What follows belongs to an exercise in optimizing a design on an open flow for small area, a short achievable clock period and few clock cycles per item; a production flow would make more cautious choices. At most, simulation tests tie the RTL to the original design; equivalence was not proved. Power is estimated from default activity; no workload was simulated.

==> module aw_decode, before the edit <==
module aw_decode (
    input  wire logic [axi_wr_pkg::SIZE_W-1:0]    size,
    input  wire logic [1:0]                       burst,
    input  wire logic [axi_wr_pkg::PAGE_BIT-1:0]  cur_addr,
    input  wire logic                             advance,
    output logic      [axi_wr_pkg::PAGE_BIT-1:0]  nxt_addr,
    output logic                                  carry
);
    localparam int PB = axi_wr_pkg::PAGE_BIT;
    logic [PB-1:0] low;      
    logic [PB-1:0] ones;     
    logic [PB:0]   run;      
    logic          step;     
    logic          go;       
    always_comb begin
        for (int i = 0; i < PB; i++) begin
            low[i] = (axi_wr_pkg::SIZE_W'(i) < size) && (i < 8);
        end
        ones = cur_addr | low;
        run[0] = 1'b1;
        for (int i = 0; i < PB; i++) begin
            run[i+1] = run[i] && ones[i];
        end
        step = (burst != axi_wr_pkg::FIXED);
        carry = step && run[PB];
        go    = advance && !carry;
        for (int i = 0; i < PB; i++) begin
            nxt_addr[i] = !low[i] && (cur_addr[i] ^ (step && go && run[i]));
        end
    end
endmodule
==> module burst_engine, before the edit <==
module burst_engine (
    input  wire logic                      clk,
    input  wire logic                      rst_n,
    input  wire axi_wr_pkg::aw_cmd_t       cmd,
    input  wire logic                      cmd_valid,
    output logic                           cmd_ready,
    input  wire axi_wr_pkg::w_beat_t       beat,
    input  wire logic                      beat_valid,
    output logic                           beat_ready,
    output axi_wr_pkg::mem_wr_t            mem,
    output logic                           mem_we,
    input  wire logic                      mem_ready,
    output logic                           resp_valid,
    input  wire logic                      resp_ready
);
    localparam int PB = axi_wr_pkg::PAGE_BIT;
    logic                           first;       
    logic                           mid_q;       
    logic                           last_q;      
    logic                           resp_q;      
    logic [axi_wr_pkg::LEN_W-1:0]   rem_q;
    logic                           stay_q;
    logic [PB-1:0]                  addr_q;
    logic                           use_cmd;
    logic [PB-1:0]                  cur_addr;
    logic [PB-1:0]                  nxt_addr;
    logic                           carry;
    logic                           wr;
    assign first    = !(mid_q || last_q || resp_q);
    assign use_cmd  = first || stay_q;
    assign cur_addr = use_cmd ? cmd.addr[PB-1:0] : addr_q;
    aw_decode u_aw_decode (
        .size     (cmd.size),
        .burst    (cmd.burst),
        .cur_addr (cur_addr),
        .advance  (wr),
        .nxt_addr (nxt_addr),
        .carry    (carry)
    );
    assign mem_we     = beat_valid && (mid_q || last_q || (cmd_valid && !resp_q));
    assign wr         = mem_we && mem_ready;
    assign beat_ready = wr;
    assign resp_valid = resp_q || (last_q && beat_valid && mem_ready);
    assign cmd_ready  = resp_valid && resp_ready;
    always_comb begin
        mem.id   = cmd.id;
        mem.addr = {cmd.addr[axi_wr_pkg::ADDR_W-1:PB], cur_addr};
        mem.data = beat.data;
        mem.strb = beat.strb;
        mem.last = beat.last;
    end
    always_ff @(posedge clk or negedge rst_n) begin
        if (!rst_n) begin
            mid_q   <= 1'b0;
            last_q  <= 1'b0;
            resp_q  <= 1'b0;
        end else if (cmd_ready) begin
            mid_q   <= 1'b0;
            last_q  <= 1'b0;
            resp_q  <= 1'b0;
        end else if (wr) begin
            if (first) begin
                mid_q  <= (cmd.len > 8'd1);
                last_q <= (cmd.len == 8'd1);
                resp_q <= (cmd.len == 8'd0);
            end else begin
                mid_q  <= (rem_q > 8'd2);
                last_q <= (rem_q == 8'd2);
                resp_q <= last_q;
            end
        end
    end
    always_ff @(posedge clk) begin
        rem_q  <= first ? cmd.len : rem_q - {7'd0, wr};
        addr_q <= nxt_addr;
        if (first) begin
            stay_q <= carry;
        end
    end
endmodule
export LEC_CHECK = 0
export ABC_AREA = 1
export CAP_MARGIN = 20
export CORE_MARGIN = 2
export CORE_UTILIZATION = 40
export SETUP_SLACK_MARGIN = 2.5
export SLEW_MARGIN = 20
create_clock -name core_clock -period 5.5 [get_ports {clk}]
standard.sh (not shown) runs the stock make flow with config.mk's settings and CLKGATE_MAP_FILE= SYNTH_SCRIPT=/design/flow/synth_recipe.tcl, a recipe that flattens the netlist after the stock synthesis.
==> flow/flow/run.sh <==
#!/bin/bash
export BUFFER_PORTS_ARGS="-buffer_cell sky130_fd_sc_hd__buf_1"
bash standard.sh > standard.log 2>&1
Rerun with:
--- a/flow/design.v
+++ b/flow/design.v
@@ -109,6 +109,5 @@
     input  wire logic [1:0]                       burst,
     input  wire logic [axi_wr_pkg::PAGE_BIT-1:0]  cur_addr,
-    input  wire logic                             advance,
-    output logic      [axi_wr_pkg::PAGE_BIT-1:0]  nxt_addr,
+    output logic      [axi_wr_pkg::PAGE_BIT-1:0]  sum_addr,
     output logic                                  carry
 );
@@ -118,5 +117,4 @@
     logic [PB:0]   run;      
     logic          step;     
-    logic          go;       
     always_comb begin
         for (int i = 0; i < PB; i++) begin
@@ -129,9 +127,8 @@
         end
         step = (burst != axi_wr_pkg::FIXED);
+        for (int i = 0; i < PB; i++) begin
+            sum_addr[i] = !low[i] && (cur_addr[i] ^ (step && run[i]));
+        end
         carry = step && run[PB];
-        go    = advance && !carry;
-        for (int i = 0; i < PB; i++) begin
-            nxt_addr[i] = !low[i] && (cur_addr[i] ^ (step && go && run[i]));
-        end
     end
 endmodule
@@ -155,5 +152,5 @@
 );
     localparam int PB = axi_wr_pkg::PAGE_BIT;
-    logic                           first;       
+    logic                           first_q;     
     logic                           mid_q;       
     logic                           last_q;      
@@ -164,9 +161,8 @@
     logic                           use_cmd;
     logic [PB-1:0]                  cur_addr;
-    logic [PB-1:0]                  nxt_addr;
+    logic [PB-1:0]                  sum_addr;
     logic                           carry;
     logic                           wr;
-    assign first    = !(mid_q || last_q || resp_q);
-    assign use_cmd  = first || stay_q;
+    assign use_cmd  = first_q || stay_q;
     assign cur_addr = use_cmd ? cmd.addr[PB-1:0] : addr_q;
     aw_decode u_aw_decode (
@@ -174,9 +170,8 @@
         .burst    (cmd.burst),
         .cur_addr (cur_addr),
-        .advance  (wr),
-        .nxt_addr (nxt_addr),
+        .sum_addr (sum_addr),
         .carry    (carry)
     );
-    assign mem_we     = beat_valid && (mid_q || last_q || (cmd_valid && !resp_q));
+    assign mem_we     = beat_valid && ((first_q && cmd_valid) || mid_q || last_q);
     assign wr         = mem_we && mem_ready;
     assign beat_ready = wr;
@@ -192,13 +187,16 @@
     always_ff @(posedge clk or negedge rst_n) begin
         if (!rst_n) begin
+            first_q <= 1'b1;
             mid_q   <= 1'b0;
             last_q  <= 1'b0;
             resp_q  <= 1'b0;
         end else if (cmd_ready) begin
+            first_q <= 1'b1;
             mid_q   <= 1'b0;
             last_q  <= 1'b0;
             resp_q  <= 1'b0;
         end else if (wr) begin
-            if (first) begin
+            first_q <= 1'b0;
+            if (first_q) begin
                 mid_q  <= (cmd.len > 8'd1);
                 last_q <= (cmd.len == 8'd1);
@@ -212,8 +210,12 @@
     end
     always_ff @(posedge clk) begin
-        rem_q  <= first ? cmd.len : rem_q - {7'd0, wr};
-        addr_q <= nxt_addr;
-        if (first) begin
+        if (wr) begin
+            rem_q <= first_q ? cmd.len : rem_q - 1'b1;
+        end
+        if (wr && first_q) begin
             stay_q <= carry;
+        end
+        if (wr && !carry) begin
+            addr_q <= sum_addr;
         end
     end
Power goes down by 36%.
Cell area goes up by about 9%.
Global-route usage climbs by 0.24 points.
Core utilization increases by 0.99 points.
Routed wire length went down by 0.88%.
First-iteration DRC count came out lower by 31%.
Via count goes down by about 3%.
Synthesized cell count drops by 5.8%.
No functional check of the RTL was part of any run of this note.

== run A ==
Another version of the RTL of axi_wr_slave (not shown whole).
Size in the first run: ~180 I/O pins, roughly 1700 sq um of cells after synthesis.
==> module burst_engine, before the edit <==
module burst_engine (
    input  wire logic                      clk,
    input  wire logic                      rst_n,
    input  wire axi_wr_pkg::aw_cmd_t       cmd,
    input  wire logic                      cmd_valid,
    output logic                           cmd_ready,
    input  wire axi_wr_pkg::w_beat_t       beat,
    input  wire logic                      beat_valid,
    output logic                           beat_ready,
    output axi_wr_pkg::mem_wr_t            mem,
    output logic                           mem_we,
    input  wire logic                      mem_ready,
    output logic                           resp_valid,
    input  wire logic                      resp_ready
);
    localparam int PB = axi_wr_pkg::PAGE_BIT;
    logic                           burst_q;     
    logic                           resp_q;      
    logic                           first;       
    logic                           last;        
    logic [axi_wr_pkg::LEN_W-1:0]   rem_q;
    logic                           use_reg_q;
    logic [PB-1:0]                  addr_q;
    logic                           burst_d;
    logic                           resp_d;
    logic                           use_reg_d;
    logic [PB-1:0]                  cur_addr;
    logic [PB-1:0]                  nxt_addr;
    logic                           carry;
    logic                           issue;
    logic                           wr;
    logic [axi_wr_pkg::LEN_W-1:0]   rem_dec;
    logic [axi_wr_pkg::LEN_W:0]     borrow;
    assign first    = !(burst_q || resp_q);
    assign last     = burst_q && (rem_q == 8'd1);
    assign cur_addr = use_reg_q ? addr_q : cmd.addr[PB-1:0];
    aw_decode u_aw_decode (
        .size     (cmd.size),
        .burst    (cmd.burst),
        .cur_addr (cur_addr),
        .advance  (wr),
        .nxt_addr (nxt_addr),
        .carry    (carry)
    );
    assign issue      = beat_valid && (burst_q || (cmd_valid && !resp_q));
    assign mem_we     = rst_n && issue;
    assign wr         = issue && mem_ready;
    assign beat_ready = wr;
    assign resp_valid = resp_q || (last && beat_valid && mem_ready);
    assign cmd_ready  = resp_valid && resp_ready;
    always_comb begin
        mem.id   = cmd.id;
        mem.addr = {cmd.addr[axi_wr_pkg::ADDR_W-1:PB], cur_addr};
        mem.data = beat.data;
        mem.strb = beat.strb;
        mem.last = beat.last;
    end
    always_comb begin
        burst_d = burst_q;
        resp_d  = resp_q;
        if (cmd_ready) begin
            burst_d = 1'b0;
            resp_d  = 1'b0;
        end else if (wr && (first || last)) begin
            burst_d = first && (cmd.len != 8'd0);
            resp_d  = !(first && (cmd.len != 8'd0));
        end
        use_reg_d = (burst_d || resp_d) && (first ? !carry : use_reg_q);
    end
    always_ff @(posedge clk or negedge rst_n) begin
        if (!rst_n) begin
            burst_q   <= 1'b0;
            resp_q    <= 1'b0;
            use_reg_q <= 1'b0;
        end else begin
            burst_q   <= burst_d;
            resp_q    <= resp_d;
            use_reg_q <= use_reg_d;
        end
    end
    always_comb begin
        borrow[0] = wr;
        for (int i = 0; i < axi_wr_pkg::LEN_W; i++) begin
            rem_dec[i]  = rem_q[i] ^ borrow[i];
            borrow[i+1] = borrow[i] && !rem_q[i];
        end
    end
    always_ff @(posedge clk) begin
        rem_q  <= first ? cmd.len : rem_dec;
        addr_q <= nxt_addr;
    end
endmodule
==> flow/config.mk <==
export PLATFORM = sky130hd
export DESIGN_NAME = axi_wr_slave
export DESIGN_NICKNAME = axi_wr_slave
export VERILOG_FILES = /design/flow/design.v
export SDC_FILE = /design/flow/constraint.sdc
export NUM_CORES = 4
export LEC_CHECK = 0
export ABC_AREA = 1
export CAP_MARGIN = 20
export CORE_MARGIN = 2
export CORE_UTILIZATION = 50
export CTS_BUF_LIST = sky130_fd_sc_hd__clkbuf_8
export SETUP_SLACK_MARGIN = 2.6
export SLEW_MARGIN = 20
==> flow/constraint.sdc <==
create_clock -name core_clock -period 5.5 [get_ports {clk}]
set_input_delay 1.1000 -clock core_clock [delete_from_list [all_inputs] [get_ports {clk}]]
set_output_delay 1.1000 -clock core_clock [all_outputs]
set_load 0.01 [all_outputs]
==> flow/flow/run.sh <==
#!/bin/bash
# Layout flow: the standard flow, with three changes in how the layout
# is made:
#  - after the standard synthesis, the combinational logic is mapped again
#    by ABC with its area-only mapper (the registers are kept as they are, same cells and
#    names), and the rest of the flow starts from that netlist;
#  - the port buffers are inserted as buf_1 cells instead of the default
#    delay buffers;
#  - timing repair only resizes cells and swaps pins.
# Each tool's output goes to a log file of its own in this folder.
set -euo pipefail

export BUFFER_PORTS_ARGS="-buffer_cell sky130_fd_sc_hd__buf_1"
export SETUP_MOVE_SEQUENCE="sizeup,swap"

RES=orfs/results/${FLOW_PLATFORM}/axi_wr_slave/base
LOGS=orfs/logs/${FLOW_PLATFORM}/axi_wr_slave/base
LIB=${FLOW_HOME}/platforms/${FLOW_PLATFORM}/lib/sky130_fd_sc_hd__tt_025C_1v80.lib
YOSYS=${FLOW_HOME}/../tools/install/yosys/bin/yosys
[[ -x $YOSYS ]] || YOSYS=yosys

# 1. Standard synthesis
bash standard.sh synth > synth.log 2>&1

# 2. Map the combinational logic again, for area
cp $RES/1_2_yosys.v $RES/1_2_yosys_std.v
DONT_USE=$(grep -m1 -o "^abc -script .*" $LOGS/1_2_yosys.log | grep -o -- "-dont_use [^ ]*" | tr '\n' ' ')
cat > reabc.ys <<EOS
read_liberty -ignore_miss_func $LIB
blackbox sky130_fd_sc_hd__*df* sky130_fd_sc_hd__*dl* sky130_fd_sc_hd__conb_1
read_verilog $RES/1_2_yosys_std.v
hierarchy -top ${FLOW_TOP}
flatten
opt -purge
abc -liberty $LIB $DONT_USE -script +strash;ifraig;dc2;rewrite,-z;refactor,-z;dch,-f;amap
read_liberty -lib -overwrite $LIB
opt_clean -purge
setundef -zero
splitnets
opt_clean -purge
hilomap -singleton -hicell sky130_fd_sc_hd__conb_1 HI -locell sky130_fd_sc_hd__conb_1 LO
insbuf -buf sky130_fd_sc_hd__buf_4 A X
check -assert
stat -liberty $LIB
write_verilog -noattr -nohex -nodec $RES/1_2_yosys.v
EOS
$YOSYS -s reabc.ys > reabc.log 2>&1

# 3. Rebuild the synthesis database from the new netlist, then the rest
rm -f $RES/1_synth.odb
bash standard.sh synth > synth_odb.log 2>&1
bash standard.sh > standard.log 2>&1
Here is what was changed in the inputs of run B compared with run A.
==> flow/design.v, changed modules only <==
module burst_engine (
    input  wire logic                      clk,
    input  wire logic                      rst_n,
    input  wire axi_wr_pkg::aw_cmd_t       cmd,
    input  wire logic                      cmd_valid,
    output logic                           cmd_ready,
    input  wire axi_wr_pkg::w_beat_t       beat,
    input  wire logic                      beat_valid,
    output logic                           beat_ready,
    output axi_wr_pkg::mem_wr_t            mem,
    output logic                           mem_we,
    input  wire logic                      mem_ready,
    output logic                           resp_valid,
    input  wire logic                      resp_ready
);
    localparam int PB = axi_wr_pkg::PAGE_BIT;
    logic                           burst_q;     
    logic                           resp_q;      
    logic                           first;       
    logic                           last;        
    logic [axi_wr_pkg::LEN_W-1:0]   rem_q;
    logic                           use_cmd_q;
    logic [PB-1:0]                  addr_q;
    logic                           burst_d;
    logic                           resp_d;
    logic                           use_cmd_d;
    logic [PB-1:0]                  cur_addr;
    logic [PB-1:0]                  nxt_addr;
    logic                           carry;
    logic                           issue;
    logic                           wr;
    logic [axi_wr_pkg::LEN_W-1:0]   rem_dec;
    logic [axi_wr_pkg::LEN_W:0]     borrow;
    assign first    = !(burst_q || resp_q);
    assign last     = burst_q && (rem_q == 8'd1);
    assign cur_addr = use_cmd_q ? cmd.addr[PB-1:0] : addr_q;
    aw_decode u_aw_decode (
        .size     (cmd.size),
        .burst    (cmd.burst),
        .cur_addr (cur_addr),
        .advance  (wr),
        .nxt_addr (nxt_addr),
        .carry    (carry)
    );
    assign issue      = beat_valid && (burst_q || (cmd_valid && !resp_q));
    assign mem_we     = rst_n && issue;
    assign wr         = issue && mem_ready;
    assign beat_ready = wr;
    assign resp_valid = resp_q || (last && beat_valid && mem_ready);
    assign cmd_ready  = resp_valid && resp_ready;
    always_comb begin
        mem.id   = cmd.id;
        mem.addr = {cmd.addr[axi_wr_pkg::ADDR_W-1:PB], cur_addr};
        mem.data = beat.data;
        mem.strb = beat.strb;
        mem.last = beat.last;
    end
    always_comb begin
        burst_d = burst_q;
        resp_d  = resp_q;
        if (cmd_ready) begin
            burst_d = 1'b0;
            resp_d  = 1'b0;
        end else if (wr && (first || last)) begin
            burst_d = first && (cmd.len != 8'd0);
            resp_d  = !(first && (cmd.len != 8'd0));
        end
        use_cmd_d = !(burst_d || resp_d) || (first ? carry : use_cmd_q);
    end
    always_ff @(posedge clk or negedge rst_n) begin
        if (!rst_n) begin
            burst_q   <= 1'b0;
            resp_q    <= 1'b0;
            use_cmd_q <= 1'b1;
        end else begin
            burst_q   <= burst_d;
            resp_q    <= resp_d;
            use_cmd_q <= use_cmd_d;
        end
    end
    always_comb begin
        borrow[0] = wr;
        for (int i = 0; i < axi_wr_pkg::LEN_W; i++) begin
            rem_dec[i]  = rem_q[i] ^ borrow[i];
            borrow[i+1] = borrow[i] && !rem_q[i];
        end
    end
    always_ff @(posedge clk) begin
        rem_q  <= first ? cmd.len : rem_dec;
        addr_q <= nxt_addr;
    end
endmodule
--- outcome ---
- Having completed the whole flow, run B delivered a layout that passed the timing, DRC and antenna checks.
- After detailed routing, run A needs less wire than run B.
- Register-to-register slack down 0.02 ns in run B wrt run A
- From run A to run B the numbers moved as follows: global-route wire length before repair shows an increase of 4.9%; overall power of the completed layout decreased 0.061 mW; post-route standard cell area excluding fillers shows a reduction of about 5%; fraction of standard cell area that is sequential moved up; average size of a mapped cell has increased.
- Run B vs run A on relative slew slack: run B is the lower one.
Testbench counts of run B, summed over its fixed seeds: cycles 15,030, beats 13,386.
Only the layout flow was run in run A; the RTL was not checked for function there.

[separate check: timing with driven ports]
How much do the figures lean on ideal ports? The routed layouts below were timed once more, with nothing changed but the port constraints. Step 1 (the two cells are an assumption about what drives the block):
set clk [get_ports {clk}]
set_driving_cell -lib_cell sky130_fd_sc_hd__clkbuf_16 $clk
set_driving_cell -lib_cell sky130_fd_sc_hd__buf_2 [delete_from_list [all_inputs] $clk]
Step 2, shift: input delay + t, output delay - t, t = (earliest + latest rising clock arrival at the registers) / 2. This alone moves slack from input paths to output paths. Three values: ideal ports, drivers, drivers and shift; two values: the first two.
| run | shift t [ns] | setup WS [ns] | worst setup path after step 2 | clock arrival spread, ns |
|---|---|---|---|---|
| the first run of note 1 | 0.289 | 2.580 / 2.557 / 2.557 | input to output | 0.001 / 0.001 |
| the second run of note 1 | 0.290 | 2.601 / 2.574 / 2.574 | input to output | 0.005 / 0.005 |
| run A | 0.287 | 2.300 / 2.259 / 2.259 | input to output | 0.004 / 0.004 |
| run B | 0.280 | 2.679 / 2.654 / 2.448 | input to register | 0.003 / 0.004 |
After both steps setup and hold are still met in every run listed. The setup slack of run B, which loses most, moves by -0.025 ns with the drivers and by -0.231 ns with both steps.
